Background: an optimization exercise with open tools, aiming at small area. Do not read the settings as production practice. At most, simulation tests tie the RTL to the original design; equivalence was not proved. Function not checked in runs 1 to 4: the RTL went through the layout flow alone. Power is estimated from default activity; no workload was simulated.

[flow/design.v]
package zbt_pkg;
	typedef logic [19-1:0] zbt_addr_t;
	typedef logic [32-1:0] zbt_word_t;
	typedef struct packed {
		zbt_addr_t address;
		zbt_word_t write_data;
		logic      write_en;
	} zbt_req_t;
	typedef struct packed {
		zbt_addr_t address;
		logic      busy;
	} fs_read_req_t;
	typedef struct packed {
		zbt_addr_t address;
		zbt_word_t data;
		logic      strobe;
	} dec_write_t;
endpackage
package picture_pkg;
	typedef enum logic [1:0] {
		PIC_I = 2'd1,
		PIC_P = 2'd2,
		PIC_B = 2'd3
	} picture_type_t;
	typedef logic [11:0] image_dim_t;
endpackage
`timescale 1ns/100ps
module mb_write_addresser (
	input  logic                      internal_ZBT_clock,
	input  logic                      resetn,
	input  logic                      address_reset,
	input  picture_pkg::image_dim_t   image_horizontal,
	input  picture_pkg::picture_type_t picture_type,
	input  logic                      yuv_write_en,
	input  logic [7:0]                yuv_write_data,
	output zbt_pkg::dec_write_t       dec_write
);
	logic [1:0]  word_count;    
	logic [3:0]  slot_count;    
	logic [2:0]  block_count;
	logic [7:0]  mb_column;
	logic [15:0] xl;
	logic [14:0] xc;
	logic        xl_carry;
	logic        xc_carry;
	logic        row_fwd;       
	logic [7:0]  byte_hh;
	logic [7:0]  byte_hl;
	logic [7:0]  byte_lh;
	logic [7:0]  n;
	logic        word_end;
	logic        row_end;
	logic        block_end;
	logic        luma;
	logic        last_column;
	logic [7:0]  mb_column_inc;
	assign n = image_horizontal[11:4];
	assign word_end = yuv_write_en && (word_count == 2'b11);
	assign row_end = yuv_write_en && !address_reset && (word_count == 2'b11) && slot_count[0];
	assign block_end = (slot_count == 4'hf);
	assign luma = !block_count[2];
	assign mb_column_inc = mb_column + 8'd1;
	assign last_column = (mb_column_inc == n);
	logic [15:0] pos_n;
	logic [15:0] neg_8n;
	assign pos_n = {8'd0, n};
	assign neg_8n = {5'h1f, ~n, 3'b111};
	logic [15:0] xl_op;
	logic        xl_ci;
	logic [15:0] xc_op;
	logic        xc_ci;
	logic        back_8;         
	logic        after_cr;
	logic        fwd_xl;
	logic        fwd_xc;
	assign after_cr = row_fwd && (block_count == 3'd0);
	assign fwd_xl = row_fwd && (block_count[0] != block_count[2]);
	assign fwd_xc = row_fwd && (block_count == 3'd5);
	always_comb begin
		xl_op = '0;
		xl_ci = 1'b0;
		if (fwd_xl) begin
			xl_op = pos_n;
		end else if (after_cr) begin
			xl_ci = 1'b1;
		end else if (row_end) begin
			if (luma) begin
				if (block_end && (!block_count[0] || (block_count[1] && !last_column))) begin
					xl_op = neg_8n;
					xl_ci = 1'b1;
				end else if (!block_end || !block_count[1]) begin
					xl_op = pos_n;
				end
			end else if (block_end && block_count[0]) begin
				if (last_column) begin
					xl_ci = 1'b1;
				end else begin
					xl_op = neg_8n;
					xl_ci = 1'b1;
				end
			end
		end
	end
	always_comb begin
		xc_op = '0;
		xc_ci = 1'b0;
		if (fwd_xc || after_cr) begin
			xc_op = pos_n;
			xc_ci = after_cr;
		end else if (row_end && !luma) begin
			if (!block_end) begin
				xc_op = pos_n;
			end else if (!block_count[0] || !last_column) begin
				xc_op = neg_8n;
				xc_ci = 1'b1;
			end else begin
				xc_ci = 1'b1;
			end
		end
	end
	assign back_8 = row_end && block_end && (!block_count[0]
		|| (luma ? (block_count[1] && !last_column) : !last_column));
	logic [15:0] xl_sum;
	logic [14:0] xc_sum;
	logic [15:0] xl_cin;
	logic [15:0] xl_cout;
	logic [14:0] xc_cin;
	logic [14:0] xc_cout;
	assign xl_cin = {xl_cout[14:8], xl_carry, xl_cout[6:0], xl_ci};
	assign xc_cin = {xc_cout[13:8], xc_carry, xc_cout[6:0], xc_ci};
	assign xl_sum = xl ^ xl_op ^ xl_cin;
	assign xl_cout = (xl & xl_op) | (xl_cin & (xl ^ xl_op));
	assign xc_sum = xc ^ xc_op[14:0] ^ xc_cin;
	assign xc_cout = (xc & xc_op[14:0]) | (xc_cin & (xc ^ xc_op[14:0]));
	always_ff @(posedge internal_ZBT_clock or negedge resetn) begin
		if (!resetn) begin
			word_count <= '0;
		end else if (address_reset) begin
			word_count <= '0;
		end else if (yuv_write_en) begin
			word_count <= word_count + 2'd1;
		end
	end
	always_ff @(posedge internal_ZBT_clock) begin
		if (address_reset) begin
			slot_count <= '0;
			block_count <= '0;
			mb_column <= '0;
			xl <= '0;
			xc <= '0;
			xl_carry <= 1'b0;
			xc_carry <= 1'b0;
			row_fwd <= 1'b0;
		end else begin
			if (word_end)
				slot_count <= slot_count + 4'd1;
			if (word_end && block_end) begin
				if (block_count == 3'(6 - 1)) begin
					block_count <= '0;
					mb_column <= last_column ? 8'd0 : mb_column_inc;
				end else begin
					block_count <= block_count + 3'd1;
				end
			end
			xl <= xl_sum;
			xc <= xc_sum;
			xl_carry <= xl_cout[7];
			xc_carry <= xc_cout[7];
			row_fwd <= back_8;
		end
	end
	always_ff @(posedge internal_ZBT_clock) begin
		if (yuv_write_en) begin
			byte_hh <= byte_hl;
			byte_hl <= byte_lh;
			byte_lh <= yuv_write_data;
		end
	end
	assign dec_write.address = luma ? {1'b0, xl, block_count[0], slot_count[0]}
		: {1'b1, block_count[0], 1'b0, xc, slot_count[0]};
	assign dec_write.data = {byte_hh, byte_hl, byte_lh, yuv_write_data};
	assign dec_write.strobe = word_end && (picture_type != picture_pkg::PIC_B);
endmodule
`timescale 1ns/100ps
module frame_bank_sequencer (
	input  logic                       internal_ZBT_clock,
	input  logic                       resetn,
	input  logic                       picture_start,
	input  picture_pkg::picture_type_t picture_type,
	input  logic                       frame_advance,
	input  logic                       audio_sync_in,
	output logic                       prediction_select,
	output logic                       display_select,
	output logic                       display_advance,
	output logic                       audio_sync_out
);
	logic picture_start_d;
	logic frame_advance_d;
	logic hold_phase;        
	logic ref_seen;          
	logic ref_start;
	logic advance_edge;
	assign ref_start = picture_start && !picture_start_d
		&& (picture_type != picture_pkg::PIC_B);
	assign advance_edge = frame_advance && !frame_advance_d;
	always_ff @(posedge internal_ZBT_clock or negedge resetn) begin
		if (!resetn) begin
			picture_start_d <= 1'b0;
			frame_advance_d <= 1'b0;
			prediction_select <= 1'b0;
			ref_seen <= 1'b0;
			audio_sync_out <= 1'b0;
			hold_phase <= 1'b0;
			display_select <= 1'b0;
			display_advance <= 1'b0;
		end else begin
			picture_start_d <= picture_start;
			frame_advance_d <= frame_advance;
			if (ref_start) begin
				prediction_select <= !prediction_select;
				ref_seen <= 1'b1;
				audio_sync_out <= audio_sync_out || ref_seen;
			end
			display_advance <= advance_edge && !hold_phase && audio_sync_in;
			if (advance_edge) begin
				hold_phase <= !hold_phase;
				if (!hold_phase && audio_sync_in)
					display_select <= !display_select;
			end
		end
	end
endmodule
`timescale 1ns/100ps
module bank_port_router (
	input  zbt_pkg::dec_write_t   dec_write,
	input  logic                  prediction_select,
	input  zbt_pkg::zbt_req_t     video_stream,
	input  zbt_pkg::zbt_req_t     audio_stream,
	input  zbt_pkg::fs_read_req_t fs_fwd,
	input  zbt_pkg::fs_read_req_t fs_bwd,
	input  zbt_pkg::zbt_word_t    bank0_read_data,
	input  zbt_pkg::zbt_word_t    bank1_read_data,
	output zbt_pkg::zbt_req_t     bank0,
	output zbt_pkg::zbt_req_t     bank1,
	output logic                  video_stream_access,
	output logic                  audio_stream_access,
	output logic                  framestore_busy,
	output zbt_pkg::zbt_word_t    video_stream_read_data,
	output zbt_pkg::zbt_word_t    audio_stream_read_data,
	output zbt_pkg::zbt_word_t    fs_fwd_data,
	output zbt_pkg::zbt_word_t    fs_bwd_data
);
	logic strobe;
	logic psel;
	logic busy0;
	logic busy1;
	logic v0_sel, d0_sel, f0_sel, b0_sel;
	logic a1_sel, d1_sel, f1_sel, b1_sel;
	assign strobe = dec_write.strobe;
	assign psel = prediction_select;
	assign busy0 = psel ? fs_bwd.busy : fs_fwd.busy;
	assign busy1 = psel ? fs_fwd.busy : fs_bwd.busy;
	assign framestore_busy = strobe;
	assign video_stream_access = !(strobe || busy0);
	assign audio_stream_access = !(strobe || busy1);
	assign v0_sel = video_stream_access;
	assign d0_sel = strobe && psel;
	assign f0_sel = !video_stream_access && !d0_sel && !psel;
	assign b0_sel = !video_stream_access && !d0_sel && psel;
	assign a1_sel = audio_stream_access;
	assign d1_sel = strobe && !psel;
	assign f1_sel = !audio_stream_access && !d1_sel && psel;
	assign b1_sel = !audio_stream_access && !d1_sel && !psel;
	assign bank0.address = ({19{v0_sel}} & video_stream.address)
		| ({19{d0_sel}} & dec_write.address)
		| ({19{f0_sel}} & fs_fwd.address)
		| ({19{b0_sel}} & fs_bwd.address);
	assign bank1.address = ({19{a1_sel}} & audio_stream.address)
		| ({19{d1_sel}} & dec_write.address)
		| ({19{f1_sel}} & fs_fwd.address)
		| ({19{b1_sel}} & fs_bwd.address);
	assign bank0.write_en = v0_sel ? video_stream.write_en : d0_sel;
	assign bank1.write_en = a1_sel ? audio_stream.write_en : d1_sel;
	zbt_pkg::zbt_word_t dec_n;
	assign dec_n = ~({32{strobe}} & dec_write.data);
	assign bank0.write_data = ~(dec_n & ~({32{!strobe}} & video_stream.write_data));
	assign bank1.write_data = ~(dec_n & ~({32{!strobe}} & audio_stream.write_data));
	assign video_stream_read_data = bank0_read_data;
	assign audio_stream_read_data = bank1_read_data;
	assign fs_fwd_data = psel ? bank1_read_data : bank0_read_data;
	assign fs_bwd_data = psel ? bank0_read_data : bank1_read_data;
endmodule
`timescale 1ns/100ps
module framestore_manager (
	input  logic        internal_ZBT_clock,
	input  logic        resetn,
	input  logic        address_reset,
	input  logic [11:0] image_horizontal,
	input  logic [1:0]  picture_type,
	input  logic        yuv_write_en,
	input  logic [7:0]  yuv_write_data,
	input  logic        picture_start,
	input  logic        frame_advance,
	input  logic        audio_sync_in,
	output logic        display_select,
	output logic        display_advance,
	output logic        audio_sync_out,
	input  logic [51:0] video_stream,
	input  logic [51:0] audio_stream,
	input  logic [19:0] fs_fwd,
	input  logic [19:0] fs_bwd,
	input  logic [31:0] bank0_read_data,
	input  logic [31:0] bank1_read_data,
	output logic [51:0] bank0,
	output logic [51:0] bank1,
	output logic        video_stream_access,
	output logic        audio_stream_access,
	output logic        framestore_busy,
	output logic [31:0] video_stream_read_data,
	output logic [31:0] audio_stream_read_data,
	output logic [31:0] fs_fwd_data,
	output logic [31:0] fs_bwd_data
);
	zbt_pkg::zbt_req_t          video_stream_req;
	zbt_pkg::zbt_req_t          audio_stream_req;
	zbt_pkg::fs_read_req_t      fs_fwd_req;
	zbt_pkg::fs_read_req_t      fs_bwd_req;
	zbt_pkg::zbt_req_t          bank0_req;
	zbt_pkg::zbt_req_t          bank1_req;
	picture_pkg::picture_type_t picture_kind;
	assign video_stream_req = video_stream;
	assign audio_stream_req = audio_stream;
	assign fs_fwd_req = fs_fwd;
	assign fs_bwd_req = fs_bwd;
	assign picture_kind = picture_pkg::picture_type_t'(picture_type);
	assign bank0 = bank0_req;
	assign bank1 = bank1_req;
	zbt_pkg::dec_write_t dec_write;
	logic                prediction_select;
	mb_write_addresser mb_write_addresser_i (
		.internal_ZBT_clock (internal_ZBT_clock),
		.resetn             (resetn),
		.address_reset      (address_reset),
		.image_horizontal   (image_horizontal),
		.picture_type       (picture_kind),
		.yuv_write_en       (yuv_write_en),
		.yuv_write_data     (yuv_write_data),
		.dec_write          (dec_write)
	);
	frame_bank_sequencer frame_bank_sequencer_i (
		.internal_ZBT_clock (internal_ZBT_clock),
		.resetn             (resetn),
		.picture_start      (picture_start),
		.picture_type       (picture_kind),
		.frame_advance      (frame_advance),
		.audio_sync_in      (audio_sync_in),
		.prediction_select  (prediction_select),
		.display_select     (display_select),
		.display_advance    (display_advance),
		.audio_sync_out     (audio_sync_out)
	);
	bank_port_router bank_port_router_i (
		.dec_write              (dec_write),
		.prediction_select      (prediction_select),
		.video_stream           (video_stream_req),
		.audio_stream           (audio_stream_req),
		.fs_fwd                 (fs_fwd_req),
		.fs_bwd                 (fs_bwd_req),
		.bank0_read_data        (bank0_read_data),
		.bank1_read_data        (bank1_read_data),
		.bank0                  (bank0_req),
		.bank1                  (bank1_req),
		.video_stream_access    (video_stream_access),
		.audio_stream_access    (audio_stream_access),
		.framestore_busy        (framestore_busy),
		.video_stream_read_data (video_stream_read_data),
		.audio_stream_read_data (audio_stream_read_data),
		.fs_fwd_data            (fs_fwd_data),
		.fs_bwd_data            (fs_bwd_data)
	);
endmodule
[flow/flow/run.sh]
#!/bin/bash
# Standard synthesis, then an area-oriented re-mapping of its
# combinational logic (every flip-flop, adder and tie cell of the
# standard synthesis is kept as it is, with its name), then the
# standard layout with the port buffers made of the smallest buffer.
set -euo pipefail
PORTBUF="BUFFER_PORTS_ARGS=-buffer_cell sky130_fd_sc_hd__buf_1"
# Clock tree of small buffers, without dummy loads
CTS="CTS_ARGS=-sink_clustering_enable -repair_clock_nets -dont_use_dummy_load -buf_list {sky130_fd_sc_hd__clkbuf_8} -sink_clustering_size 20"
RES=orfs/results/${FLOW_PLATFORM}/framestore_manager/base
LIB=${FLOW_HOME}/platforms/${FLOW_PLATFORM}/lib/sky130_fd_sc_hd__tt_025C_1v80.lib
YOSYS=$(command -v yosys || echo ${FLOW_HOME}/../tools/install/yosys/bin/yosys)

bash standard.sh "$PORTBUF" synth > synth.log 2>&1

DONT_USE=$(sed -n '/^export DONT_USE_CELLS/,/^#/p' ${FLOW_HOME}/platforms/${FLOW_PLATFORM}/config.mk \
	| grep -o 'sky130_fd_sc_hd__[a-z0-9_]*' | sed 's/^/-dont_use /' | tr '\n' ' ')
cp $RES/1_2_yosys.v standard_synth.v
printf 'strash\ndc2\ndch\namap\n' > remap.abc
cat > remap.ys <<EOY
read_liberty -ignore_miss_func $LIB
read_verilog standard_synth.v
hierarchy -top ${FLOW_TOP}
setattr -mod -set keep_hierarchy 1 sky130_fd_sc_hd__df* sky130_fd_sc_hd__edf* sky130_fd_sc_hd__sdf* sky130_fd_sc_hd__sedf* sky130_fd_sc_hd__fa_* sky130_fd_sc_hd__ha_* sky130_fd_sc_hd__conb_*
flatten
opt -purge
abc -liberty $LIB $DONT_USE -script remap.abc
opt_clean -purge
hilomap -singleton -hicell sky130_fd_sc_hd__conb_1 HI -locell sky130_fd_sc_hd__conb_1 LO
splitnets
opt_clean -purge
tee -o remap_stat.txt stat -liberty $LIB
select ${FLOW_TOP}
write_verilog -noattr -nohex -nodec -selected remapped.v
EOY
$YOSYS remap.ys > remap.log 2>&1
cp remapped.v $RES/1_2_yosys.v

bash standard.sh "$PORTBUF" "$CTS" finish > standard_flow.log 2>&1
[flow/standard.sh]
#!/bin/bash
# synth_recipe.tcl (not shown) runs the flow's synth.tcl, then flattens the netlist and writes it again
# the make line also repeats each setting of config.mk as NAME=value (left out here)
make -C /OpenROAD-flow-scripts/flow DESIGN_CONFIG=/design/flow/config.mk WORK_HOME=/design/flow/orfs CLKGATE_MAP_FILE= SYNTH_SCRIPT=/design/flow/synth_recipe.tcl "${@:-finish}"
[flow/config.mk]
export PLATFORM = sky130hd
export DESIGN_NAME = framestore_manager
export DESIGN_NICKNAME = framestore_manager
export VERILOG_FILES = /design/flow/design.v
export SDC_FILE = /design/flow/constraint.sdc
export NUM_CORES = 4
export LEC_CHECK = 0
export CAP_MARGIN = 20
export CORE_MARGIN = 2
export CORE_UTILIZATION = 25
export SLEW_MARGIN = 20
[flow/constraint.sdc]
create_clock -name core_clock -period 7.0 [get_ports {internal_ZBT_clock}]
set_input_delay 1.4000 -clock core_clock [delete_from_list [all_inputs] [get_ports {internal_ZBT_clock}]]
set_output_delay 1.4000 -clock core_clock [all_outputs]
set_load 0.01 [all_outputs]
==> impl_metrics.tcl, run 1 <==
set metrics [dict create \
    grt_pass1_vias 6836 \
    tns_ns 0 \
    crit_family "adder cells" \
    crit_path_end_kind "register" \
    initial_core_util 0.256 \
    cts_root_buf "clkbuf_8" \
    synth_nets 927 \
    layout_commonest_cell "buf_1" \
    ctsHoldBuffers 0 \
    synth_area_sq_mm 0.00582 \
    path_buf_inv 6 \
    core_sq_mm 0.0228 \
    global_route.peak_usage_layer "met2" \
    grt_use_met3 0.162 \
    drv_slew 0 \
    cpMostUsedCell "fa_1" \
    grt.overflow.total 0 \
    area_growth_pct 42.5 \
    fmax_ghz 0.161 \
    syn_avg_cell_area_sq_um 8.85 \
    antenna_found_initial 18 \
    grt_pass1_wl_um 44500 \
    preCtsSetupSlack_ns 0.370 \
    max_stage_delay_ns 0.44 \
    port_buffers 470 \
    antenna_left 0 \
    r2r_cells 18 \
    final.min_clock_period_ns 6.22 \
    skew_ns 0.0232 \
    combPwrFrac 0.466 \
    power_frac_seq 0.347 \
    start_kind "input pin" \
    clock_latency_ns 0.37 \
    crit_path_max_fanout 3 \
    die_h_um 157 \
    outcome "no timing/DRC/antenna violations" \
    viasPerCell 5.20 \
    hpwlAfterDp_um 26600 \
    crit_required_ns 7.25 \
    worstHoldPathCells 1 \
    num_vias 7702 \
    cts_tree "built" \
    place_congestion 1.03 \
    clkPwrFrac 0.186 \
    drc 0 \
    cp.depth 21 \
    cts_sinks 83 \
    first_iter_violations 697 \
    path_clk_slew_ns 0.09 \
    numCtsBuffers 9 \
    clockBufferDepth 2 \
    cp_slowest_cell "a2111oi_0" \
    drt-total-wl_um 32400 \
    rows 55 \
    layout_common_cells "467 x buf_1, 94 x clkinv_1, 80 x nor2_1, 65 x a22o_1, 65 x o22a_1" \
    grt_use_met2 0.341 \
    ys_warn_count 2 \
    grt_usage 0.250 \
    grt_max_degree 71 \
    setup_viol 0 \
    p_int_mw 0.866 \
    die_area_sq_mm 0.0245 \
    p_sw_frac 0.427 \
    cap_violations 0 \
    met1_usage 0.332 \
    worst_pin_slew_ns 0.964 \
    power.leakage_nw 2.79 \
    post_cts_resized 0 \
    period_share 0.889 \
    firstDrtPassIters 7 \
    ios 475 \
    rsz0062_at_grt "false" \
    synth_cells 658 \
    avgRoutedWirePerCell_um 21.9 \
    fin_nets 1428 \
    vdd_drop_max_uv 80.8 \
    drive_above_1_share 0.0320 \
    p_per_area_mw_per_mm2 182 \
    switching_power_mw 0.646 \
    setup_ws_ns 0.779 \
    arrival_ns 6.47 \
    die_w_um 157 \
    hold_path_class "reg2reg" \
    crit_chain "clkbuf_2 > nand2_1 > nor3_1 > nand2_1 > a2111oi_0 > o211ai_1 > buf_4 > clkinv_1 > o21ai_0 > fa_1 > fa_1 > fa_1 > fa_1 > fa_1 > clkinv_1 > fa_1 > clkinv_1 > fa_1 > clkinv_1 > fa_1 > nor2b_1" \
    htree_levels 3 \
    worstSetupPathType "in2reg" \
    timing.max_slew.rel_slack 0.357 \
    cts_setup_buffers 0 \
    hold_viol 0 \
]
==> metal layers <==
metal  share of wire  up-vias
li1                -     3540
met1            0.42     3688
met2            0.41      422
met3            0.15       38
met4           0.011       14
met5          0.0030        -
==> registers in the layout (all words and copies together) (netlist names), 2 cells and up <==
register / flops
mb_write_addresser_i.block_count: 3
mb_write_addresser_i.xl: 16
mb_write_addresser_i.byte_lh: 8
mb_write_addresser_i.byte_hl: 8
mb_write_addresser_i.xc: 15
mb_write_addresser_i.word_count: 2
mb_write_addresser_i.slot_count: 4
mb_write_addresser_i.mb_column: 8
mb_write_addresser_i.byte_hh: 8
==> metrics by stage <==
stage / std cells / power (mW) / area [sq um] / utilization / hold slack, ns
after CTS: 1470 / 1.52 / 8270 / 0.363 / 0.476
after global placement: 1461 / 1.23 / 8150 / 0.358 / 0.444
after floorplan: 658 / 0.874 / 5830 / - / 0.435
final: 1480 / 1.51 / 8300 / 0.364 / 0.467
after global routing: 1474 / 1.59 / 8280 / 0.364 / 0.499
after detailed placement: 1461 / 1.23 / 8150 / 0.358 / 0.460
==> worst paths after layout <==
kind	startpoint	to	slack, ns
hold / removal	frame_bank_sequencer_i.audio_sync_out	frame_bank_sequencer_i.audio_sync_out	0.47
max in group asynchronous	resetn	frame_bank_sequencer_i.prediction_select	5.40
min in group asynchronous	resetn	frame_bank_sequencer_i.picture_start_d	1.08
hold reg to reg	frame_bank_sequencer_i.audio_sync_out	frame_bank_sequencer_i.audio_sync_out	0.47
setup reg to reg	mb_write_addresser_i.block_count[2]	mb_write_addresser_i.xl[7]	1.01
setup / recovery	yuv_write_en	mb_write_addresser_i.xl[7]	0.78
==> power groups by stage <==
stage	Combinational [mW]	Sequential, mW	Clock (mW)
5_1_grt	0.754	0.527	0.314
4_1_cts	0.695	0.525	0.296
3_3_place_gp	0.693	0.535	0
2_1_floorplan	0.322	0.552	0
3_5_place_dp	0.692	0.536	0
6_report	0.705	0.525	0.282
==> cell type report <==
type,count,area [sq um]
multi-input cells,479,3520
inverters,96,360
repair buffers,490,1920
diodes,10,25.0
clock buffers,9,124
fillers,2450,14500
well taps,313,392
flip-flops and latches,83,1950
==> run 2, diff against run 1 <==
--- a/flow/config.mk
+++ b/flow/config.mk
@@ -8,4 +8,5 @@
 export CAP_MARGIN = 20
 export CORE_MARGIN = 2
 export CORE_UTILIZATION = 25
+export GPL_TIMING_DRIVEN = 0
 export SLEW_MARGIN = 20
==> run 2 against run 1 <==
Net effect:
- clock power hardly changed
- die area did not move
- register-to-register slack worse by 0.53 ns
- sequential share of layout area down 0.19 points
- global-route usage fell by 0.15 points
- setup slack worse by 0.37 ns
- critical path depth unchanged
- design area increased by 0.81%
- sequential power grew 2%
- critical path type unchanged
- highest routed layer unchanged
==> impl_metrics.tcl, run 2 <==
set metrics [dict create \
    layout_commonest_cell "buf_1" \
    vdd_drop_max_uv 83.4 \
    crit_path_max_fanout 29 \
    worst_pin_slew_ns 0.982 \
    grt_use_met2 0.336 \
    area_growth_pct 43.7 \
    power.leakage_nw 2.79 \
    layout_common_cells "468 x buf_1, 91 x clkinv_1, 77 x nor2_1, 65 x a22o_1, 65 x o22a_1" \
    crit_required_ns 7.26 \
    die_h_um 157 \
    combPwrFrac 0.464 \
    avgRoutedWirePerCell_um 21.7 \
    fin_nets 1422 \
    crit_chain "buf_4 > nand2_2 > nor3_2 > nand2_1 > a2111oi_1 > o211ai_1 > buf_4 > o221ai_1 > o21ai_0 > fa_1 > fa_1 > fa_1 > fa_1 > fa_1 > clkinv_1 > fa_1 > clkinv_1 > fa_1 > clkinv_1 > fa_1 > nor2b_1" \
    p_per_area_mw_per_mm2 181 \
    power.total_mw 1.52 \
    drive_above_1_share 0.0339 \
    drc 0 \
    fmax_ghz 0.152 \
    synth_nets 927 \
    skew_ns 0.0163 \
    final_cell_area_sq_mm 0.00837 \
    grt_pass1_wl_um 44100 \
    port_buffers 470 \
    place_congestion 1.03 \
    hpwlAfterDp_um 26500 \
    rsz0062_at_grt "false" \
    global_route.peak_usage_layer "met2" \
    period_share 0.941 \
    power_frac_seq 0.352 \
    clkPwrFrac 0.184 \
    grt_usage 0.248 \
    arrival_ns 6.85 \
    p_int_mw 0.877 \
    hold_viol 0 \
    grt_use_met3 0.158 \
    htree_levels 3 \
    cp_slowest_cell "fa_1" \
    cts_tree "built" \
    max_stage_delay_ns 0.45 \
    timing.max_slew.rel_slack 0.344 \
    cpMostUsedCell "fa_1" \
    synth_area_sq_mm 0.00582 \
    final.min_clock_period_ns 6.59 \
    antenna_found_initial 17 \
    synth_cells 658 \
    syn_avg_cell_area_sq_um 8.85 \
    grt.overflow.total 0 \
    first_iter_violations 867 \
    rows 55 \
    p_sw_frac 0.422 \
    setup_viol 0 \
    cts_root_buf "clkbuf_8" \
    initial_core_util 0.256 \
    hold_path_class "reg2reg" \
    crit_path_end_kind "register" \
    start_kind "input pin" \
    die_area_sq_mm 0.0245 \
    clock_latency_ns 0.37 \
    cts_sinks 83 \
    antenna_left 0 \
    cap_violations 0 \
    outcome "no timing/DRC/antenna violations" \
    numCtsBuffers 9 \
    whs_ns 0.470 \
    top_regs "mb_write_addresser_i.xl (16), mb_write_addresser_i.xc (15)" \
    core_sq_mm 0.0228 \
    ios 475 \
    num_vias 7691 \
    viasPerCell 5.22 \
    path_clk_slew_ns 0.08 \
    met1_usage 0.329 \
    drt-total-wl_um 32000 \
    grt_pass1_vias 6805 \
    grt_max_degree 61 \
    clockBufferDepth 2 \
    dpl_cell_area_sq_mm 0.00816 \
    firstDrtPassIters 5 \
    switching_power_mw 0.641 \
    ys_warn_count 2 \
    worstSetupPathType "in2reg" \
    largest-register "mb_write_addresser_i.xl" \
    drv_slew 0 \
    largest_reg_flops 16 \
    die_w_um 157 \
]
[run 2: power groups by stage]
stage | logic, mW | clock network, mW | registers (mW)
after CTS | 0.695 | 0.295 | 0.534
after floorplan | 0.322 | 0 | 0.552
after global routing | 0.758 | 0.317 | 0.537
final | 0.704 | 0.280 | 0.534
after global placement | 0.656 | 0 | 0.560
after detailed placement | 0.691 | 0 | 0.545
[run 2: critical path, delay by kind of cell]
kind / cells / cell delay, ns
AOI/OAI and AO/OA: 4 / 0.84
and+or+nand+nor: 4 / 0.79
buffers and inverters: 5 / 0.73
adders and majority gates: 8 / 3.08
[run 2: path summary, 6_finish.rpt]
| check | endpoint | depth (start not counted) | slack [ns] | startpoint |
|---|---|---|---|---|
| worst max-delay path | mb_write_addresser_i.xl[7] | 21 | 0.41 | yuv_write_en |
| worst min-delay path | mb_write_addresser_i.slot_count[1] | 2 | 0.47 | mb_write_addresser_i.slot_count[1] |
| worst max register to register | mb_write_addresser_i.xc[7] | 13 | 0.48 | mb_write_addresser_i.block_count[2] |
| worst min register to register | mb_write_addresser_i.slot_count[1] | 2 | 0.47 | mb_write_addresser_i.slot_count[1] |
| max in group asynchronous | frame_bank_sequencer_i.prediction_select | 1 | 5.41 | resetn |
| min in group asynchronous | frame_bank_sequencer_i.picture_start_d | 1 | 1.07 | resetn |
[run 2: layout make-up]
cell class | count | area (sq um)
well taps | 313 | 392
fillers | 2471 | 14400
inverters | 96 | 369
multi-input cells | 479 | 3550
clock buffers | 9 | 124
repair buffers | 484 | 1960
diodes | 9 | 22.5
flip-flops and latches | 83 | 1950
[run 2: per-layer routing]
metal  up-vias  routed length [um]
met5         -                 149
met4        14                 404
met3        39                4930
met2       408               13200
met1      3692               13300
li1       3538                   -
[run 2: through the flow]
stage          TNS, ns   util  setup WS (ns)  instances
2_1_floorplan        0      -         0.0446        658
3_3_place_gp   -252.94  0.351          -4.14       1441
3_5_place_dp    -11.65  0.358         -0.910       1450
4_1_cts              0  0.364        0.00435       1459
5_1_grt              0  0.367         0.0800       1467
6_report             0  0.367          0.411       1473
[run 2: what timing repair did]
action | 4_1_cts | 5_1_grt
gates resized for setup | 5 | 4
hold buffers | 0 | 0
setup buffers | 0 | 5
gates cloned | 0 | 0
pin swaps | 0 | 1
setup endpoints to repair | 23 | 21
==> run 3, diff against run 2 <==
--- a/flow/flow/run.sh
+++ b/flow/flow/run.sh
@@ -6,7 +6,7 @@
 set -euo pipefail
 PORTBUF="BUFFER_PORTS_ARGS=-buffer_cell sky130_fd_sc_hd__buf_1"
 # Clock tree of small buffers, without dummy loads
-CTS="CTS_ARGS=-sink_clustering_enable -repair_clock_nets -dont_use_dummy_load -buf_list {sky130_fd_sc_hd__clkbuf_8} -sink_clustering_size 20"
+CTS="CTS_ARGS=-sink_clustering_enable -repair_clock_nets -dont_use_dummy_load -buf_list {sky130_fd_sc_hd__clkbuf_8} -sink_clustering_size 30"
 RES=orfs/results/${FLOW_PLATFORM}/framestore_manager/base
 LIB=${FLOW_HOME}/platforms/${FLOW_PLATFORM}/lib/sky130_fd_sc_hd__tt_025C_1v80.lib
 YOSYS=$(command -v yosys || echo ${FLOW_HOME}/../tools/install/yosys/bin/yosys)
--- a/flow/config.mk
+++ b/flow/config.mk
@@ -8,5 +8,6 @@
 export CAP_MARGIN = 20
 export CORE_MARGIN = 2
 export CORE_UTILIZATION = 25
+export GPL_ROUTABILITY_DRIVEN = 0
 export GPL_TIMING_DRIVEN = 0
 export SLEW_MARGIN = 20
==> run 3 against run 2 <==
Net effect:
- clock power up 2%
- design area about the same
- clock-buffer cell count unchanged
- non-clock buffer count down 1
- first-iteration DRC count down 22%
- critical path depth down 10
- still clean on timing, DRC and antenna
- combinational power about the same
==> impl_metrics.tcl, run 3 <==
set metrics [dict create \
    outcome "no timing/DRC/antenna violations" \
    grt_pass1_vias 6811 \
    worst_pin_slew_ns 0.987 \
    antenna_found_initial 15 \
    cts_tree "built" \
    synth_nets 927 \
    final.min_clock_period_ns 6.71 \
    hold_end "frame_bank_sequencer_i.audio_sync_out" \
    grt.overflow.total 0 \
    power.total_mw 1.52 \
    timing.max_slew.rel_slack 0.341 \
    r2r_start "mb_write_addresser_i.block_count[2]" \
    rrSetupSlack_ns 0.42 \
    core_sq_mm 0.0228 \
    hold_viol 0 \
    layout_common_cells "468 x buf_1, 92 x clkinv_1, 77 x nor2_1, 65 x a22o_1, 65 x o22a_1" \
    die_w_um 157 \
    ios 475 \
    power_frac_seq 0.351 \
    combPwrFrac 0.462 \
    power.leakage_nw 2.80 \
    layout_commonest_cell "buf_1" \
    hold_path_class "reg2reg" \
    synth_cells 658 \
    skew_ns 0.0122 \
    numCtsBuffers 9 \
    vdd_drop_max_uv 81.4 \
    r2r_cells 13 \
    synth_area_sq_mm 0.00582 \
    largest_reg_flops 16 \
    area_growth_pct 43.7 \
    firstDrtPassIters 7 \
    die_h_um 157 \
    fill_cells 2506 \
    initial_core_util 0.256 \
    viasPerCell 5.20 \
    rsz0062_at_grt "false" \
    drive_above_1_share 0.0322 \
    final_cell_area_sq_mm 0.00837 \
    cap_violations 0 \
    period_share 0.958 \
    crit_path_end_kind "output port" \
    port_buffers 470 \
    switching_power_mw 0.649 \
    dpl_cell_area_sq_mm 0.00817 \
    ys_warn_count 2 \
    die_area_sq_mm 0.0245 \
    fmax_ghz 0.149 \
    grt_pass1_wl_um 44700 \
    worstSetupPathType "in2out" \
    num_vias 7653 \
    first_iter_violations 675 \
    cts_sinks 83 \
    setup_viol 0 \
    p_sw_frac 0.426 \
    clockBufferDepth 2 \
    min-delay-start "frame_bank_sequencer_i.audio_sync_out" \
    crit_required_ns 5.60 \
    r2r_end "mb_write_addresser_i.xc[7]" \
    drt-total-wl_um 32200 \
    grt_usage 0.251 \
    grt_max_degree 64 \
    htree_levels 3 \
    avgRoutedWirePerCell_um 21.9 \
    clock_latency_ns 0.37 \
    arrival_ns 5.31 \
    drc 0 \
    crit_path_max_fanout 29 \
    start_kind "input pin" \
    p_per_area_mw_per_mm2 182 \
    rows 55 \
    worstHoldPathCells 1 \
    fin_nets 1421 \
    ctsHoldBuffers 0 \
    clkPwrFrac 0.187 \
    path_clk_slew_ns 0.08 \
    top_regs "mb_write_addresser_i.xl (16), mb_write_addresser_i.xc (15)" \
    cts_root_buf "clkbuf_8" \
    drv_slew 0 \
    p_int_mw 0.876 \
    antenna_left 0 \
    hpwlAfterDp_um 26800 \
    syn_avg_cell_area_sq_um 8.85 \
    largest-register "mb_write_addresser_i.xl" \
]
run 3: layout make-up:
cell class	count	area, sq um	area share
sequential	83	1950	0.233
tap	313	392	0.0468
clock buffer	9	124	0.0148
inverter	96	365	0.0437
multi-input combinational	479	3550	0.425
timing repair buffer	483	1960	0.234
antenna	8	20.0	0.00239
run 3: power groups by stage:
stage | clock network (mW) | registers [mW] | logic, mW
after floorplan | 0 | 0.552 | 0.322
after CTS | 0.296 | 0.536 | 0.698
final | 0.285 | 0.535 | 0.705
after global placement | 0 | 0.562 | 0.657
after global routing | 0.315 | 0.539 | 0.758
after detailed placement | 0 | 0.547 | 0.693
run 3: timing repair:
item,4_1_cts,5_1_grt
pin swaps,0,2
hold endpoints to repair,0,0
gates resized for setup,5,4
buffers inserted,0,4
endpoints found under the setup margin,24,6
run 3: how the worst max path moves through the flow:
stage | to | start | cells after the start
after floorplan | bank1[34] | yuv_write_en | 8
after detailed placement | mb_write_addresser_i.xl[7] | yuv_write_en | 20
after global placement | bank1[37] | yuv_write_en | 10
after global routing | mb_write_addresser_i.xl[7] | yuv_write_en | 21
after CTS | mb_write_addresser_i.xl[7] | yuv_write_en | 20
final | bank1[37] | yuv_write_en | 11
run 3: routing by layer:
layer	track usage	routed length, um	part of all wire
met1	0.330	13500	0.42
met2	0.347	13300	0.41
met3	0.160	4990	0.15
met4	0.0428	376	0.012
met5	0	88	0.0027
run 3: through the flow:
step | setup slack, ns | cells | setup TNS, ns | utilization | hold slack [ns]
6_report | 0.293 | 1471 | 0 | 0.367 | 0.470
5_1_grt | 0.0360 | 1464 | 0 | 0.367 | 0.495
4_1_cts | -0.0812 | 1459 | -0.0812 | 0.365 | 0.473
3_5_place_dp | -0.960 | 1450 | -7.59 | 0.359 | 0.457
3_3_place_gp | -4.09 | 1441 | -252.58 | 0.351 | 0.444
2_1_floorplan | 0.0446 | 658 | 0 | - | 0.435
run 3: critical path, cell delays in order:
cell and delay (ns):
buf_4 0.33, nand2_2 0.25, nor2_4 0.18, buf_12 0.20
clkinv_2 0.34, nor2_1 0.33, clkinv_1 0.65, o21ai_0 0.43
clkinv_2 0.41, o221ai_1 0.49, buf_1 0.27
==> run 4, diff against run 3 <==
==> flow/flow/run.sh (replaced) <==
#!/bin/bash
# Standard synthesis, then an area-oriented re-mapping of its
# combinational logic (every flip-flop, adder and tie cell of the
# standard synthesis is kept as it is, with its name, and the result is
# proven equivalent to the standard netlist, else that one is used),
# then the standard layout with the port buffers made of the smallest
# buffer and a clock tree of small buffers.
set -euo pipefail
PORTBUF="BUFFER_PORTS_ARGS=-buffer_cell sky130_fd_sc_hd__buf_1"
CTS="CTS_ARGS=-sink_clustering_enable -repair_clock_nets -dont_use_dummy_load -buf_list {sky130_fd_sc_hd__clkbuf_8} -sink_clustering_size 20"
RES=orfs/results/${FLOW_PLATFORM}/framestore_manager/base
LIB=${FLOW_HOME}/platforms/${FLOW_PLATFORM}/lib/sky130_fd_sc_hd__tt_025C_1v80.lib
YOSYS=$(command -v yosys || echo ${FLOW_HOME}/../tools/install/yosys/bin/yosys)
KEEP="sky130_fd_sc_hd__df* sky130_fd_sc_hd__edf* sky130_fd_sc_hd__sdf* sky130_fd_sc_hd__sedf* sky130_fd_sc_hd__fa_* sky130_fd_sc_hd__ha_* sky130_fd_sc_hd__conb_*"

bash standard.sh "$PORTBUF" synth > synth.log 2>&1

DONT_USE=$(sed -n '/^export DONT_USE_CELLS/,/^#/p' ${FLOW_HOME}/platforms/${FLOW_PLATFORM}/config.mk \
	| grep -o 'sky130_fd_sc_hd__[a-z0-9_]*' | sed 's/^/-dont_use /' | tr '\n' ' ')
cp $RES/1_2_yosys.v standard_synth.v
printf 'strash\ndc2\nif -K 6\nmfs2 -W 4\nstrash\ndc2\ndch\namap\n' > remap.abc
cat > remap.ys <<EOY
read_liberty -ignore_miss_func $LIB
read_verilog standard_synth.v
hierarchy -top ${FLOW_TOP}
setattr -mod -set keep_hierarchy 1 $KEEP
flatten
opt -purge
abc -liberty $LIB $DONT_USE -script remap.abc
opt_clean -purge
hilomap -singleton -hicell sky130_fd_sc_hd__conb_1 HI -locell sky130_fd_sc_hd__conb_1 LO
splitnets
opt_clean -purge
tee -o remap_stat.txt stat -liberty $LIB
select ${FLOW_TOP}
write_verilog -noattr -nohex -nodec -selected remapped.v
EOY
cat > equiv.ys <<EOY
read_liberty -ignore_miss_func $LIB
read_verilog standard_synth.v
hierarchy -top ${FLOW_TOP}
flatten
rename ${FLOW_TOP} gold
design -stash gold
read_liberty -ignore_miss_func $LIB
read_verilog remapped.v
hierarchy -top ${FLOW_TOP}
flatten
rename ${FLOW_TOP} gate
design -stash gate
design -copy-from gold gold
design -copy-from gate gate
async2sync
equiv_make gold gate equiv
hierarchy -top equiv
equiv_simple -undef
equiv_induct -undef
equiv_status -assert
EOY
if $YOSYS remap.ys > remap.log 2>&1 && $YOSYS equiv.ys > equiv.log 2>&1; then
	cp remapped.v $RES/1_2_yosys.v
else
	echo "re-mapping not used" >> remap.log
fi

bash standard.sh "$PORTBUF" "$CTS" finish > standard_flow.log 2>&1
--- a/flow/config.mk
+++ b/flow/config.mk
@@ -8,6 +8,4 @@
 export CAP_MARGIN = 20
 export CORE_MARGIN = 2
 export CORE_UTILIZATION = 25
-export GPL_ROUTABILITY_DRIVEN = 0
-export GPL_TIMING_DRIVEN = 0
 export SLEW_MARGIN = 20
==> run 4 against run 3 <==
Net effect:
- still clean on timing, DRC and antenna
- setup slack better by 0.58 ns
- non-clock buffer count grew 2
- die area fell by 0.94%
- sequential power fell by 2%
==> impl_metrics.tcl, run 4 <==
set metrics [dict create \
    tns_ns 0 \
    fmax_ghz 0.163 \
    viasPerCell 5.21 \
    crit_path_end_kind "register" \
    hold_path_class "reg2reg" \
    p_per_area_mw_per_mm2 190 \
    firstDrtPassIters 5 \
    arrival_ns 6.38 \
    synth_area_sq_mm 0.00577 \
    cts_tree "built" \
    hold_end "frame_bank_sequencer_i.audio_sync_out" \
    grt.overflow.total 0 \
    rsz0062_at_grt "false" \
    layout_commonest_cell "buf_1" \
    r2r_start "mb_write_addresser_i.mb_column[0]" \
    path_clk_slew_ns 0.08 \
    preCtsSetupSlack_ns 0.474 \
    layout_common_cells "468 x buf_1, 96 x nor2_1, 84 x clkinv_1, 64 x a22o_1, 64 x o22a_1" \
    hold_viol 0 \
    cts_root_buf "clkbuf_8" \
    drt-total-wl_um 34700 \
    crit_required_ns 7.26 \
    antenna_found_initial 21 \
    vdd_drop_max_uv 92.2 \
    antenna_left 0 \
    grt_max_degree 70 \
    fin_nets 1408 \
    start_kind "input pin" \
    syn_avg_cell_area_sq_um 8.97 \
    cts_setup_buffers 0 \
    drive_above_1_share 0.0264 \
    largest_reg_flops 16 \
    post_cts_resized 0 \
    worst_pin_slew_ns 0.946 \
    synth_nets 912 \
    dp_cells 1413 \
    port_buffers 470 \
    cp_slowest_cell "fa_1" \
    clock_latency_ns 0.38 \
    grt_pass1_vias 6484 \
    r2r_end "mb_write_addresser_i.xc[7]" \
    period_share 0.875 \
    crit_path_max_fanout 4 \
    outcome "no timing/DRC/antenna violations" \
    grt_usage 0.269 \
    path_buf_inv 4 \
    die_w_um 156 \
    core_sq_mm 0.0226 \
    crit_family "adder cells" \
    power.leakage_nw 2.69 \
    place_congestion 0.930 \
    setup_ws_ns 0.872 \
    ys_warn_count 2 \
    first_iter_violations 750 \
    numCtsBuffers 9 \
    worstHoldPathCells 1 \
    die_area_sq_mm 0.0243 \
    ctsHoldBuffers 0 \
    cp.depth 22 \
    grt_pass1_wl_um 45900 \
    die_h_um 156 \
    htree_levels 3 \
    setup_viol 0 \
    fill_cells 2414 \
    skew_ns 0.0152 \
    timing.max_slew.rel_slack 0.369 \
    cpMostUsedCell "fa_1" \
    num_vias 7457 \
    cap_violations 0 \
    area_growth_pct 41.5 \
    synth_cells 643 \
    avgRoutedWirePerCell_um 24.2 \
    final.min_clock_period_ns 6.13 \
    worstSetupPathType "in2reg" \
    initial_core_util 0.255 \
    power.total_mw 1.55 \
    drv_slew 0 \
    ios 475 \
    layoutNonFillerInstCount 1432 \
    crit_chain "buf_1 > nor2_1 > a21oi_1 > nor2_1 > a311oi_1 > a21oi_1 > o2111ai_1 > o21ai_0 > clkinv_1 > nand2_1 > clkinv_1 > nor2_1 > fa_1 > fa_1 > fa_1 > fa_1 > fa_1 > fa_1 > clkinv_1 > fa_1 > fa_1 > nor2b_1" \
    cts_sinks 83 \
    min-delay-start "frame_bank_sequencer_i.audio_sync_out" \
    largest-register "mb_write_addresser_i.xl" \
    r2r_cells 22 \
    max_stage_delay_ns 0.45 \
    top_regs "mb_write_addresser_i.xl (16), mb_write_addresser_i.xc (15)" \
    rows 55 \
    rrSetupSlack_ns 1.27 \
    hpwlAfterDp_um 29000 \
    drc 0 \
    clockBufferDepth 2 \
]
## run 4: routing by layer
metal  wire length (um)  vias to the layer above  global-route usage
li1                   -                     3500                   -
met1              12800                     3454               0.308
met2              15500                      406               0.409
met3               4160                       75               0.132
met4               2050                       22               0.150
met5                138                        -                   0
## run 4: report_power, final
group	switching (mW)	internal, mW	total [mW]	leakage [nW]
Clock	0.175	0.115	0.290	0.0648
Sequential	0.0117	0.514	0.526	0.744
Combinational	0.489	0.242	0.731	1.88
## run 4: metrics by stage
step / hold slack (ns) / area (sq um) / util
global placement: 0.447 / 8010 / 0.354
CTS: 0.468 / 8140 / 0.359
floorplan: 0.435 / 5770 / -
global route: 0.497 / 8140 / 0.359
detailed placement: 0.450 / 8010 / 0.354
finish: 0.466 / 8160 / 0.360
## run 4: cell type report
type	count	area (sq um)	area share
clock buffer	9	124	0.0152
sequential	83	1950	0.239
antenna	10	25.0	0.00307
timing repair buffer	485	1880	0.230
multi-input combinational	474	3500	0.429
tap	285	357	0.0437
inverter	86	323	0.0396
## run 4: worst max-delay path by stage
stage | start | endpoint | slack [ns]
after global placement | image_horizontal[11] | mb_write_addresser_i.xc[7] | 0.59
after floorplan | picture_type[1] | bank0[49] | 0.48
after CTS | image_horizontal[11] | mb_write_addresser_i.xc[7] | 0.88
final | image_horizontal[11] | mb_write_addresser_i.xc[7] | 0.87
after detailed placement | image_horizontal[11] | mb_write_addresser_i.xc[7] | 0.47
after global routing | image_horizontal[11] | mb_write_addresser_i.xc[7] | 0.49
## run 4: worst reg2reg max path, stage by stage (launching register included)
cell,delay [ns]
dfxtp_1,0.42
ha_1,0.22
nand2_1,0.12
nor3_1,0.24
nor2_1,0.06
a21oi_1,0.23
a21oi_1,0.12
o2111ai_1,0.21
o21ai_0,0.24
clkinv_1,0.09
nand2_1,0.14
clkinv_1,0.09
nor2_1,0.06
fa_1,0.45
fa_1,0.42
fa_1,0.45
fa_1,0.43
fa_1,0.42
fa_1,0.40
clkinv_1,0.07
fa_1,0.19
fa_1,0.41
nor2b_1,0.13
==> run 5, diff against run 4 <==
--- a/flow/design.v
+++ b/flow/design.v
@@ -39,11 +39,10 @@
 	logic [3:0]  slot_count;    
 	logic [2:0]  block_count;
 	logic [7:0]  mb_column;
-	logic [15:0] xl;
-	logic [14:0] xc;
-	logic        xl_carry;
-	logic        xc_carry;
-	logic        row_fwd;       
+	logic [15:0] pos;
+	logic        pos_carry;
+	logic        step2;         
+	logic        step3;         
 	logic [7:0]  byte_hh;
 	logic [7:0]  byte_hl;
 	logic [7:0]  byte_lh;
@@ -61,77 +60,88 @@
 	assign luma = !block_count[2];
 	assign mb_column_inc = mb_column + 8'd1;
 	assign last_column = (mb_column_inc == n);
-	logic [15:0] pos_n;
-	logic [15:0] neg_8n;
-	assign pos_n = {8'd0, n};
-	assign neg_8n = {5'h1f, ~n, 3'b111};
-	logic [15:0] xl_op;
-	logic        xl_ci;
-	logic [15:0] xc_op;
-	logic        xc_ci;
-	logic        back_8;         
-	logic        after_cr;
-	logic        fwd_xl;
-	logic        fwd_xc;
-	assign after_cr = row_fwd && (block_count == 3'd0);
-	assign fwd_xl = row_fwd && (block_count[0] != block_count[2]);
-	assign fwd_xc = row_fwd && (block_count == 3'd5);
+	logic add_n, add_2n, sub_8n, sub_16n, add_mx, sub_mx, carry_in;
+	logic next2;            
+	logic next3;            
+	logic row_was_last;     
+	assign row_was_last = (mb_column == 8'd0);
 	always_comb begin
-		xl_op = '0;
-		xl_ci = 1'b0;
-		if (fwd_xl) begin
-			xl_op = pos_n;
-		end else if (after_cr) begin
-			xl_ci = 1'b1;
-		end else if (row_end) begin
-			if (luma) begin
-				if (block_end && (!block_count[0] || (block_count[1] && !last_column))) begin
-					xl_op = neg_8n;
-					xl_ci = 1'b1;
-				end else if (!block_end || !block_count[1]) begin
-					xl_op = pos_n;
+		add_n = 1'b0;
+		add_2n = 1'b0;
+		sub_8n = 1'b0;
+		sub_16n = 1'b0;
+		add_mx = 1'b0;
+		sub_mx = 1'b0;
+		carry_in = 1'b0;
+		next2 = 1'b0;
+		next3 = 1'b0;
+		if (step3) begin
+			if (block_count[2]) begin
+				add_mx = 1'b1;
+			end else begin
+				add_2n = 1'b1;
+				carry_in = 1'b1;
+			end
+		end else if (step2) begin
+			case (block_count)
+				3'd1, 3'd3: add_n = 1'b1;
+				3'd4: begin
+					add_n = 1'b1;
+					next3 = 1'b1;
 				end
-			end else if (block_end && block_count[0]) begin
-				if (last_column) begin
-					xl_ci = 1'b1;
-				end else begin
-					xl_op = neg_8n;
-					xl_ci = 1'b1;
+				3'd5: add_2n = 1'b1;
+				default: begin
+					carry_in = 1'b1;
+					if (!row_was_last) begin
+						sub_16n = 1'b1;
+						next3 = 1'b1;
+					end
 				end
-			end
-		end
-	end
-	always_comb begin
-		xc_op = '0;
-		xc_ci = 1'b0;
-		if (fwd_xc || after_cr) begin
-			xc_op = pos_n;
-			xc_ci = after_cr;
-		end else if (row_end && !luma) begin
+			endcase
+		end else if (row_end) begin
 			if (!block_end) begin
-				xc_op = pos_n;
-			end else if (!block_count[0] || !last_column) begin
-				xc_op = neg_8n;
-				xc_ci = 1'b1;
+				add_n = luma;
+				add_2n = !luma;
 			end else begin
-				xc_ci = 1'b1;
+				case (block_count)
+					3'd1: add_n = 1'b1;
+					3'd0, 3'd2: begin
+						sub_8n = 1'b1;
+						carry_in = 1'b1;
+						next2 = 1'b1;
+					end
+					3'd3: begin
+						sub_16n = 1'b1;
+						carry_in = 1'b1;
+						next2 = 1'b1;
+					end
+					3'd4: begin
+						sub_16n = 1'b1;
+						carry_in = 1'b1;
+						next2 = 1'b1;
+					end
+					default: begin
+						carry_in = 1'b1;
+						sub_mx = !last_column;
+						next2 = 1'b1;
+					end
+				endcase
 			end
 		end
 	end
-	assign back_8 = row_end && block_end && (!block_count[0]
-		|| (luma ? (block_count[1] && !last_column) : !last_column));
-	logic [15:0] xl_sum;
-	logic [14:0] xc_sum;
-	logic [15:0] xl_cin;
-	logic [15:0] xl_cout;
-	logic [14:0] xc_cin;
-	logic [14:0] xc_cout;
-	assign xl_cin = {xl_cout[14:8], xl_carry, xl_cout[6:0], xl_ci};
-	assign xc_cin = {xc_cout[13:8], xc_carry, xc_cout[6:0], xc_ci};
-	assign xl_sum = xl ^ xl_op ^ xl_cin;
-	assign xl_cout = (xl & xl_op) | (xl_cin & (xl ^ xl_op));
-	assign xc_sum = xc ^ xc_op[14:0] ^ xc_cin;
-	assign xc_cout = (xc & xc_op[14:0]) | (xc_cin & (xc ^ xc_op[14:0]));
+	logic [15:0] op;
+	assign op = ({16{add_n}} & {8'd0, n})
+		| ({16{add_2n}} & {7'd0, n, 1'b0})
+		| ({16{sub_8n}} & {5'h1f, ~n, 3'b111})
+		| ({16{sub_16n}} & {4'hf, ~n, 4'hf})
+		| ({16{add_mx}} & {8'd0, mb_column})
+		| ({16{sub_mx}} & {8'hff, ~mb_column});
+	logic [15:0] pos_sum;
+	logic [15:0] pos_cin;
+	logic [15:0] pos_cout;
+	assign pos_cin = {pos_cout[14:8], pos_carry, pos_cout[6:0], carry_in};
+	assign pos_sum = pos ^ op ^ pos_cin;
+	assign pos_cout = (pos & op) | (pos_cin & (pos ^ op));
 	always_ff @(posedge internal_ZBT_clock or negedge resetn) begin
 		if (!resetn) begin
 			word_count <= '0;
@@ -146,11 +156,10 @@
 			slot_count <= '0;
 			block_count <= '0;
 			mb_column <= '0;
-			xl <= '0;
-			xc <= '0;
-			xl_carry <= 1'b0;
-			xc_carry <= 1'b0;
-			row_fwd <= 1'b0;
+			pos <= '0;
+			pos_carry <= 1'b0;
+			step2 <= 1'b0;
+			step3 <= 1'b0;
 		end else begin
 			if (word_end)
 				slot_count <= slot_count + 4'd1;
@@ -162,11 +171,10 @@
 					block_count <= block_count + 3'd1;
 				end
 			end
-			xl <= xl_sum;
-			xc <= xc_sum;
-			xl_carry <= xl_cout[7];
-			xc_carry <= xc_cout[7];
-			row_fwd <= back_8;
+			pos <= pos_sum;
+			pos_carry <= pos_cout[7];
+			step2 <= next2;
+			step3 <= next3;
 		end
 	end
 	always_ff @(posedge internal_ZBT_clock) begin
@@ -176,8 +184,8 @@
 			byte_lh <= yuv_write_data;
 		end
 	end
-	assign dec_write.address = luma ? {1'b0, xl, block_count[0], slot_count[0]}
-		: {1'b1, block_count[0], 1'b0, xc, slot_count[0]};
+	assign dec_write.address = luma ? {1'b0, pos, block_count[0], slot_count[0]}
+		: {1'b1, block_count[0], 1'b0, pos[15:1], slot_count[0]};
 	assign dec_write.data = {byte_hh, byte_hl, byte_lh, yuv_write_data};
 	assign dec_write.strobe = word_end && (picture_type != picture_pkg::PIC_B);
 endmodule
--- a/flow/flow/run.sh
+++ b/flow/flow/run.sh
@@ -7,7 +7,7 @@
 # buffer and a clock tree of small buffers.
 set -euo pipefail
 PORTBUF="BUFFER_PORTS_ARGS=-buffer_cell sky130_fd_sc_hd__buf_1"
-CTS="CTS_ARGS=-sink_clustering_enable -repair_clock_nets -dont_use_dummy_load -buf_list {sky130_fd_sc_hd__clkbuf_8} -sink_clustering_size 20"
+CTS="CTS_ARGS=-sink_clustering_enable -repair_clock_nets -dont_use_dummy_load -buf_list {sky130_fd_sc_hd__clkbuf_16} -sink_clustering_size 100 -sink_clustering_max_diameter 1000"
 RES=orfs/results/${FLOW_PLATFORM}/framestore_manager/base
 LIB=${FLOW_HOME}/platforms/${FLOW_PLATFORM}/lib/sky130_fd_sc_hd__tt_025C_1v80.lib
 YOSYS=$(command -v yosys || echo ${FLOW_HOME}/../tools/install/yosys/bin/yosys)
==> run 5 against run 4 <==
Net effect:
- still clean on timing, DRC and antenna
- design area decreased by 5.3%
- sequential share of layout area decreased by 2.6 points
- worst hold slack improved by 0.0011 ns
- die area decreased by 9.2%
- clock-buffer cell count unchanged
- power increased by 4.0%
- routed wire length increased by 11%
- register-to-register slack got worse by 0.17 ns
- clock power increased by 37%
- synthesized area decreased by 9.5%
- first-iteration DRC count decreased by 23%
- critical endpoint is now mb_write_addresser_i.pos[7]
- largest cell class unchanged
- highest routed layer unchanged
==> impl_metrics.tcl, run 5 <==
set metrics [dict create \
    largest-register "mb_write_addresser_i.pos" \
    firstDrtPassIters 5 \
    die_area_sq_mm 0.0221 \
    synth_cells 607 \
    numCtsBuffers 9 \
    cap_violations 0 \
    path_clk_slew_ns 0.07 \
    layout_commonest_cell "buf_1" \
    combPwrFrac 0.479 \
    setup_viol 0 \
    crit_family "adder cells" \
    port_buffers 470 \
    layoutNonFillerInstCount 1387 \
    place_congestion 0.948 \
    grt_pass1_vias 6860 \
    path_buf_inv 5 \
    htree_levels 3 \
    power_frac_seq 0.275 \
    fmax_ghz 0.155 \
    drv_slew 0 \
    worst_pin_slew_ns 1.03 \
    drc 0 \
    antenna_left 0 \
    grt_usage 0.333 \
    crit_chain "clkbuf_2 > nand2_1 > nor2_1 > nand2_1 > nor2_1 > nand3_1 > nor3_1 > nor2_1 > clkinv_1 > a2111oi_0 > fa_1 > fa_1 > fa_1 > fa_1 > fa_1 > clkinv_1 > fa_1 > clkinv_1 > fa_1 > clkinv_1 > fa_1 > nor2b_1" \
    vdd_drop_max_uv 128 \
    grt_pass1_wl_um 51000 \
    first_iter_violations 578 \
    largest_reg_flops 16 \
    cts_root_buf "clkbuf_16" \
    timing.max_slew.rel_slack 0.297 \
    arrival_ns 6.67 \
    viasPerCell 5.50 \
    p_sw_frac 0.440 \
    power.leakage_nw 2.59 \
    dp_cells 1365 \
    worstSetupPathType "in2reg" \
    cts_tree "built" \
    drive_above_1_share 0.0299 \
    preCtsSetupSlack_ns 0.272 \
    die_h_um 149 \
    clock_latency_ns 0.35 \
    num_vias 7633 \
    avgRoutedWirePerCell_um 27.7 \
    setup_ws_ns 0.563 \
    area_growth_pct 48.0 \
    switching_power_mw 0.707 \
    die_w_um 149 \
    grt_max_degree 70 \
    skew_ns 0.0255 \
    clkPwrFrac 0.246 \
    cts_sinks 68 \
    synth_area_sq_mm 0.00522 \
    crit_path_max_fanout 6 \
    fill_cells 2253 \
    p_per_area_mw_per_mm2 208 \
    syn_avg_cell_area_sq_um 8.60 \
    ys_warn_count 2 \
    post_cts_resized 0 \
    whs_ns 0.467 \
    grt.overflow.total 0 \
    fin_nets 1362 \
    start_kind "input pin" \
    crit_required_ns 7.24 \
    crit_path_end_kind "register" \
    max_stage_delay_ns 0.47 \
    cts_setup_buffers 0 \
    cpMostUsedCell "fa_1" \
    cp_slowest_cell "nor3_1" \
    hold_viol 0 \
    p_int_mw 0.901 \
    rows 52 \
    rsz0062_at_grt "false" \
    hold_path_class "reg2reg" \
    ctsHoldBuffers 0 \
    drt-total-wl_um 38500 \
    synth_nets 863 \
    final.min_clock_period_ns 6.44 \
    outcome "no timing/DRC/antenna violations" \
    core_sq_mm 0.0204 \
    clockBufferDepth 2 \
    period_share 0.920 \
    layout_common_cells "468 x buf_1, 85 x clkinv_1, 74 x nor2_1" \
    initial_core_util 0.256 \
    ios 475 \
    hpwlAfterDp_um 32500 \
    antenna_found_initial 22 \
    tns_ns 0 \
]
==> run 5: metrics by stage <==
step	cell area (sq um)	utilization	power [mW]
2_1_floorplan	5230	-	0.796
6_report	7730	0.380	1.61
3_3_place_gp	7470	0.367	1.22
5_1_grt	7700	0.378	1.66
3_5_place_dp	7470	0.367	1.22
4_1_cts	7700	0.378	1.61
==> run 5: per-layer routing <==
metal  part of all wire  vias up  global-route usage
li1                   -     3461                   -
met1               0.35     3654               0.364
met2               0.46      415               0.542
met3               0.11       93               0.128
met4              0.077       10               0.210
met5             0.0018        -                   0
==> run 5: power groups by stage <==
stage / Combinational, mW / Clock [mW] / Sequential [mW]
final: 0.771 / 0.396 / 0.442
after global routing: 0.805 / 0.414 / 0.444
after CTS: 0.771 / 0.401 / 0.441
after detailed placement: 0.767 / 0 / 0.449
after global placement: 0.767 / 0 / 0.449
after floorplan: 0.332 / 0 / 0.464
==> run 5: worst paths after layout <==
kind	cells past startpoint	startpoint	slack [ns]	to
max	22	yuv_write_en	0.56	mb_write_addresser_i.pos[7]
min	1	mb_write_addresser_i.slot_count[3]	0.47	mb_write_addresser_i.slot_count[3]
max reg2reg	22	mb_write_addresser_i.mb_column[0]	1.10	mb_write_addresser_i.pos[7]
min reg2reg	1	mb_write_addresser_i.slot_count[3]	0.47	mb_write_addresser_i.slot_count[3]
max in group asynchronous	1	resetn	5.53	frame_bank_sequencer_i.prediction_select
min in group asynchronous	1	resetn	1.04	frame_bank_sequencer_i.picture_start_d
==> run 5: layout make-up <==
cell class / count / area [sq um] / share of cell area
Clock buffer: 9 / 225 / 0.0291
Tap cell: 270 / 338 / 0.0437
Inverter: 87 / 327 / 0.0422
Antenna cell: 13 / 32.5 / 0.00421
Timing Repair Buffer: 488 / 1900 / 0.246
Sequential cell: 68 / 1650 / 0.214
Multi-Input combinational cell: 452 / 3250 / 0.421
==> run 6, diff against run 5 <==
--- a/flow/flow/run.sh
+++ b/flow/flow/run.sh
@@ -7,7 +7,7 @@
 # buffer and a clock tree of small buffers.
 set -euo pipefail
 PORTBUF="BUFFER_PORTS_ARGS=-buffer_cell sky130_fd_sc_hd__buf_1"
-CTS="CTS_ARGS=-sink_clustering_enable -repair_clock_nets -dont_use_dummy_load -buf_list {sky130_fd_sc_hd__clkbuf_16} -sink_clustering_size 100 -sink_clustering_max_diameter 1000"
+CTS="CTS_ARGS=-sink_clustering_enable -repair_clock_nets -dont_use_dummy_load -buf_list {sky130_fd_sc_hd__clkbuf_8} -sink_clustering_size 20"
 RES=orfs/results/${FLOW_PLATFORM}/framestore_manager/base
 LIB=${FLOW_HOME}/platforms/${FLOW_PLATFORM}/lib/sky130_fd_sc_hd__tt_025C_1v80.lib
 YOSYS=$(command -v yosys || echo ${FLOW_HOME}/../tools/install/yosys/bin/yosys)
==> run 6 against run 5 <==
Net effect:
- largest cell class unchanged
- first-iteration DRC count decreased by 4.5%
- combinational power increased by 0.5%
- critical path type unchanged
- design area decreased by 1.4%
- global-route usage decreased by 0.091 points
- sequential share of layout area increased by 0.30 points
- worst hold slack got worse by 0.0013 ns
- clock skew increased by 0.0098 ns
- clock-buffer cell count unchanged
- critical path depth unchanged
- non-clock buffer count unchanged
- clock power decreased by 32%
==> impl_metrics.tcl, run 6 <==
set metrics [dict create \
    port_buffers 470 \
    avgRoutedWirePerCell_um 27.7 \
    timing.max_slew.rel_slack 0.279 \
    p_per_area_mw_per_mm2 195 \
    syn_avg_cell_area_sq_um 8.60 \
    grt_pass1_wl_um 50800 \
    clkPwrFrac 0.182 \
    crit_path_max_fanout 6 \
    p_sw_frac 0.468 \
    combPwrFrac 0.522 \
    path_clk_slew_ns 0.09 \
    initial_core_util 0.256 \
    rsz0062_at_grt "false" \
    drc 0 \
    area_growth_pct 46.0 \
    crit_path_end_kind "register" \
    antenna_left 0 \
    preCtsSetupSlack_ns 0.272 \
    power.leakage_nw 2.54 \
    cts_sinks 68 \
    arrival_ns 6.63 \
    largest-register "mb_write_addresser_i.pos" \
    tns_ns 0 \
    viasPerCell 5.50 \
    crit_required_ns 7.27 \
    numCtsBuffers 9 \
    grt.overflow.total 0 \
    grt_max_degree 70 \
    switching_power_mw 0.695 \
    vdd_drop_max_uv 94.0 \
    ios 475 \
    fmax_ghz 0.157 \
    worstSetupPathType "in2reg" \
    ctsHoldBuffers 0 \
    fin_nets 1362 \
    cts_root_buf "clkbuf_8" \
    layout_commonest_cell "buf_1" \
    worst_pin_slew_ns 1.05 \
    final.min_clock_period_ns 6.35 \
    synth_nets 863 \
    worstHoldPathCells 1 \
    period_share 0.908 \
    start_kind "input pin" \
    drv_slew 0 \
    grt_pass1_vias 6870 \
    grt_usage 0.332 \
    first_iter_violations 552 \
    hpwlAfterDp_um 32500 \
    cts_tree "built" \
    dpl_cell_area_sq_mm 0.00747 \
    synth_cells 607 \
    setup_viol 0 \
    rows 52 \
    htree_levels 3 \
    layout_common_cells "468 x buf_1, 85 x clkinv_1, 74 x nor2_1" \
    post_cts_resized 0 \
    die_area_sq_mm 0.0221 \
    largest_reg_flops 16 \
    hold_viol 0 \
    place_congestion 0.948 \
    die_w_um 149 \
    die_h_um 149 \
    cap_violations 0 \
    setup_ws_ns 0.647 \
    final_cell_area_sq_mm 0.00762 \
    clock_latency_ns 0.38 \
    ys_warn_count 2 \
    outcome "no timing/DRC/antenna violations" \
    r2r_cells 22 \
    whs_ns 0.466 \
    p_int_mw 0.790 \
    antenna_found_initial 23 \
    cts_setup_buffers 0 \
    fill_cells 2269 \
    hold_path_class "reg2reg" \
    power_frac_seq 0.297 \
    drt-total-wl_um 38300 \
    clockBufferDepth 2 \
    final_core_util 0.374 \
    skew_ns 0.0353 \
    num_vias 7616 \
    drive_above_1_share 0.0299 \
    firstDrtPassIters 5 \
    core_sq_mm 0.0204 \
    synth_area_sq_mm 0.00522 \
]
[run 6: changes by cell type in the layout (fill, tap and decap cells not counted), sizes merged]
| cell | previous run | this run |
|---|---|---|
| diode | 13 | 11 |
[run 6: worst paths after layout]
| path | startpoint | slack [ns] | endpoint |
|---|---|---|---|
| worst min register to register | mb_write_addresser_i.slot_count[3] | 0.47 | mb_write_addresser_i.slot_count[3] |
| min in group asynchronous | resetn | 1.02 | frame_bank_sequencer_i.picture_start_d |
| worst max-delay path | yuv_write_en | 0.65 | mb_write_addresser_i.pos[7] |
| worst min-delay path | mb_write_addresser_i.slot_count[3] | 0.47 | mb_write_addresser_i.slot_count[3] |
| worst max register to register | mb_write_addresser_i.mb_column[2] | 1.12 | mb_write_addresser_i.pos[7] |
| max in group asynchronous | resetn | 5.55 | frame_bank_sequencer_i.prediction_select |
[run 6: cell type report]
class | count | area (sq um) | share of cell area
multi-input combinational | 452 | 3250 | 0.426
timing repair buffer | 488 | 1900 | 0.250
sequential | 68 | 1650 | 0.217
tap | 270 | 338 | 0.0443
inverter | 87 | 327 | 0.0428
clock buffer | 9 | 124 | 0.0162
antenna | 11 | 27.5 | 0.00361
[run 6: metal layers]
layer	wire (um)	vias up	GRT usage	part of all wire
li1	-	3456	-	-
met1	13200	3635	0.360	0.35
met2	17800	426	0.538	0.46
met3	4300	85	0.135	0.11
met4	2870	14	0.210	0.075
met5	98	-	0	0.0026
[run 6: worst max-delay path: stages]
cell	delay, ns
clkbuf_2	0.11
nand2_1	0.16
nor2_1	0.21
nand2_1	0.12
nor2_1	0.17
nand3_1	0.15
nor3_1	0.45
nor2_1	0.12
clkinv_1	0.10
a2111oi_0	0.10
fa_1	0.47
fa_1	0.43
fa_1	0.43
fa_1	0.43
fa_1	0.40
clkinv_1	0.07
fa_1	0.18
clkinv_1	0.08
fa_1	0.39
clkinv_1	0.08
fa_1	0.42
nor2b_1	0.14
[run 6: through the flow]
stage,power [mW],instances
after detailed placement,1.22,1365
after global placement,1.22,1365
after CTS,1.49,1374
final,1.49,1385
after floorplan,0.796,607
after global routing,1.54,1376
[run 6: power groups by stage]
| stage | Combinational [mW] | Clock (mW) | Sequential (mW) |
|---|---|---|---|
| 2_1_floorplan | 0.332 | 0 | 0.464 |
| 3_3_place_gp | 0.767 | 0 | 0.449 |
| 3_5_place_dp | 0.767 | 0 | 0.449 |
| 4_1_cts | 0.771 | 0.276 | 0.441 |
| 5_1_grt | 0.805 | 0.288 | 0.443 |
| 6_report | 0.775 | 0.270 | 0.441 |

==> port drivers added, routing unchanged <==
How much do the figures lean on ideal ports? The routed layouts below were timed once more, with nothing changed but the port constraints. Step 1 sets driving cells, clkbuf_16 on the clock port and buf_2 on the other inputs (assumed; they add their load-dependent delay and slew). Step 2, shift: input delay + t, output delay - t, t = (earliest + latest rising clock arrival at the registers) / 2. This alone moves slack from input paths to output paths. a / b / c = ideal ports / drivers / drivers and shift; a / b = the first two.
run | t, ns | slack for setup (ns) | worst setup path after step 2 | pins driven straight from the clock port
run 1 | 0.400 | 0.779 / 0.753 / 0.352 | input to register | 1
run 2 | 0.402 | 0.411 / 0.417 / 0.015 | input to register | 1
run 3 | 0.404 | 0.293 / 0.261 / -0.015 | input to register | 1
run 4 | 0.409 | 0.872 / 0.884 / 0.475 | input to register | 1
run 5 | 0.386 | 0.563 / 0.576 / 0.191 | input to register | 1
run 6 | 0.404 | 0.647 / 0.656 / 0.252 | input to register | 1
Met with ideal ports but missed after step 2: setup timing in run 3. For run 1, which loses most, drivers alone change the setup slack by -0.026 ns; drivers and shift together by -0.427 ns.
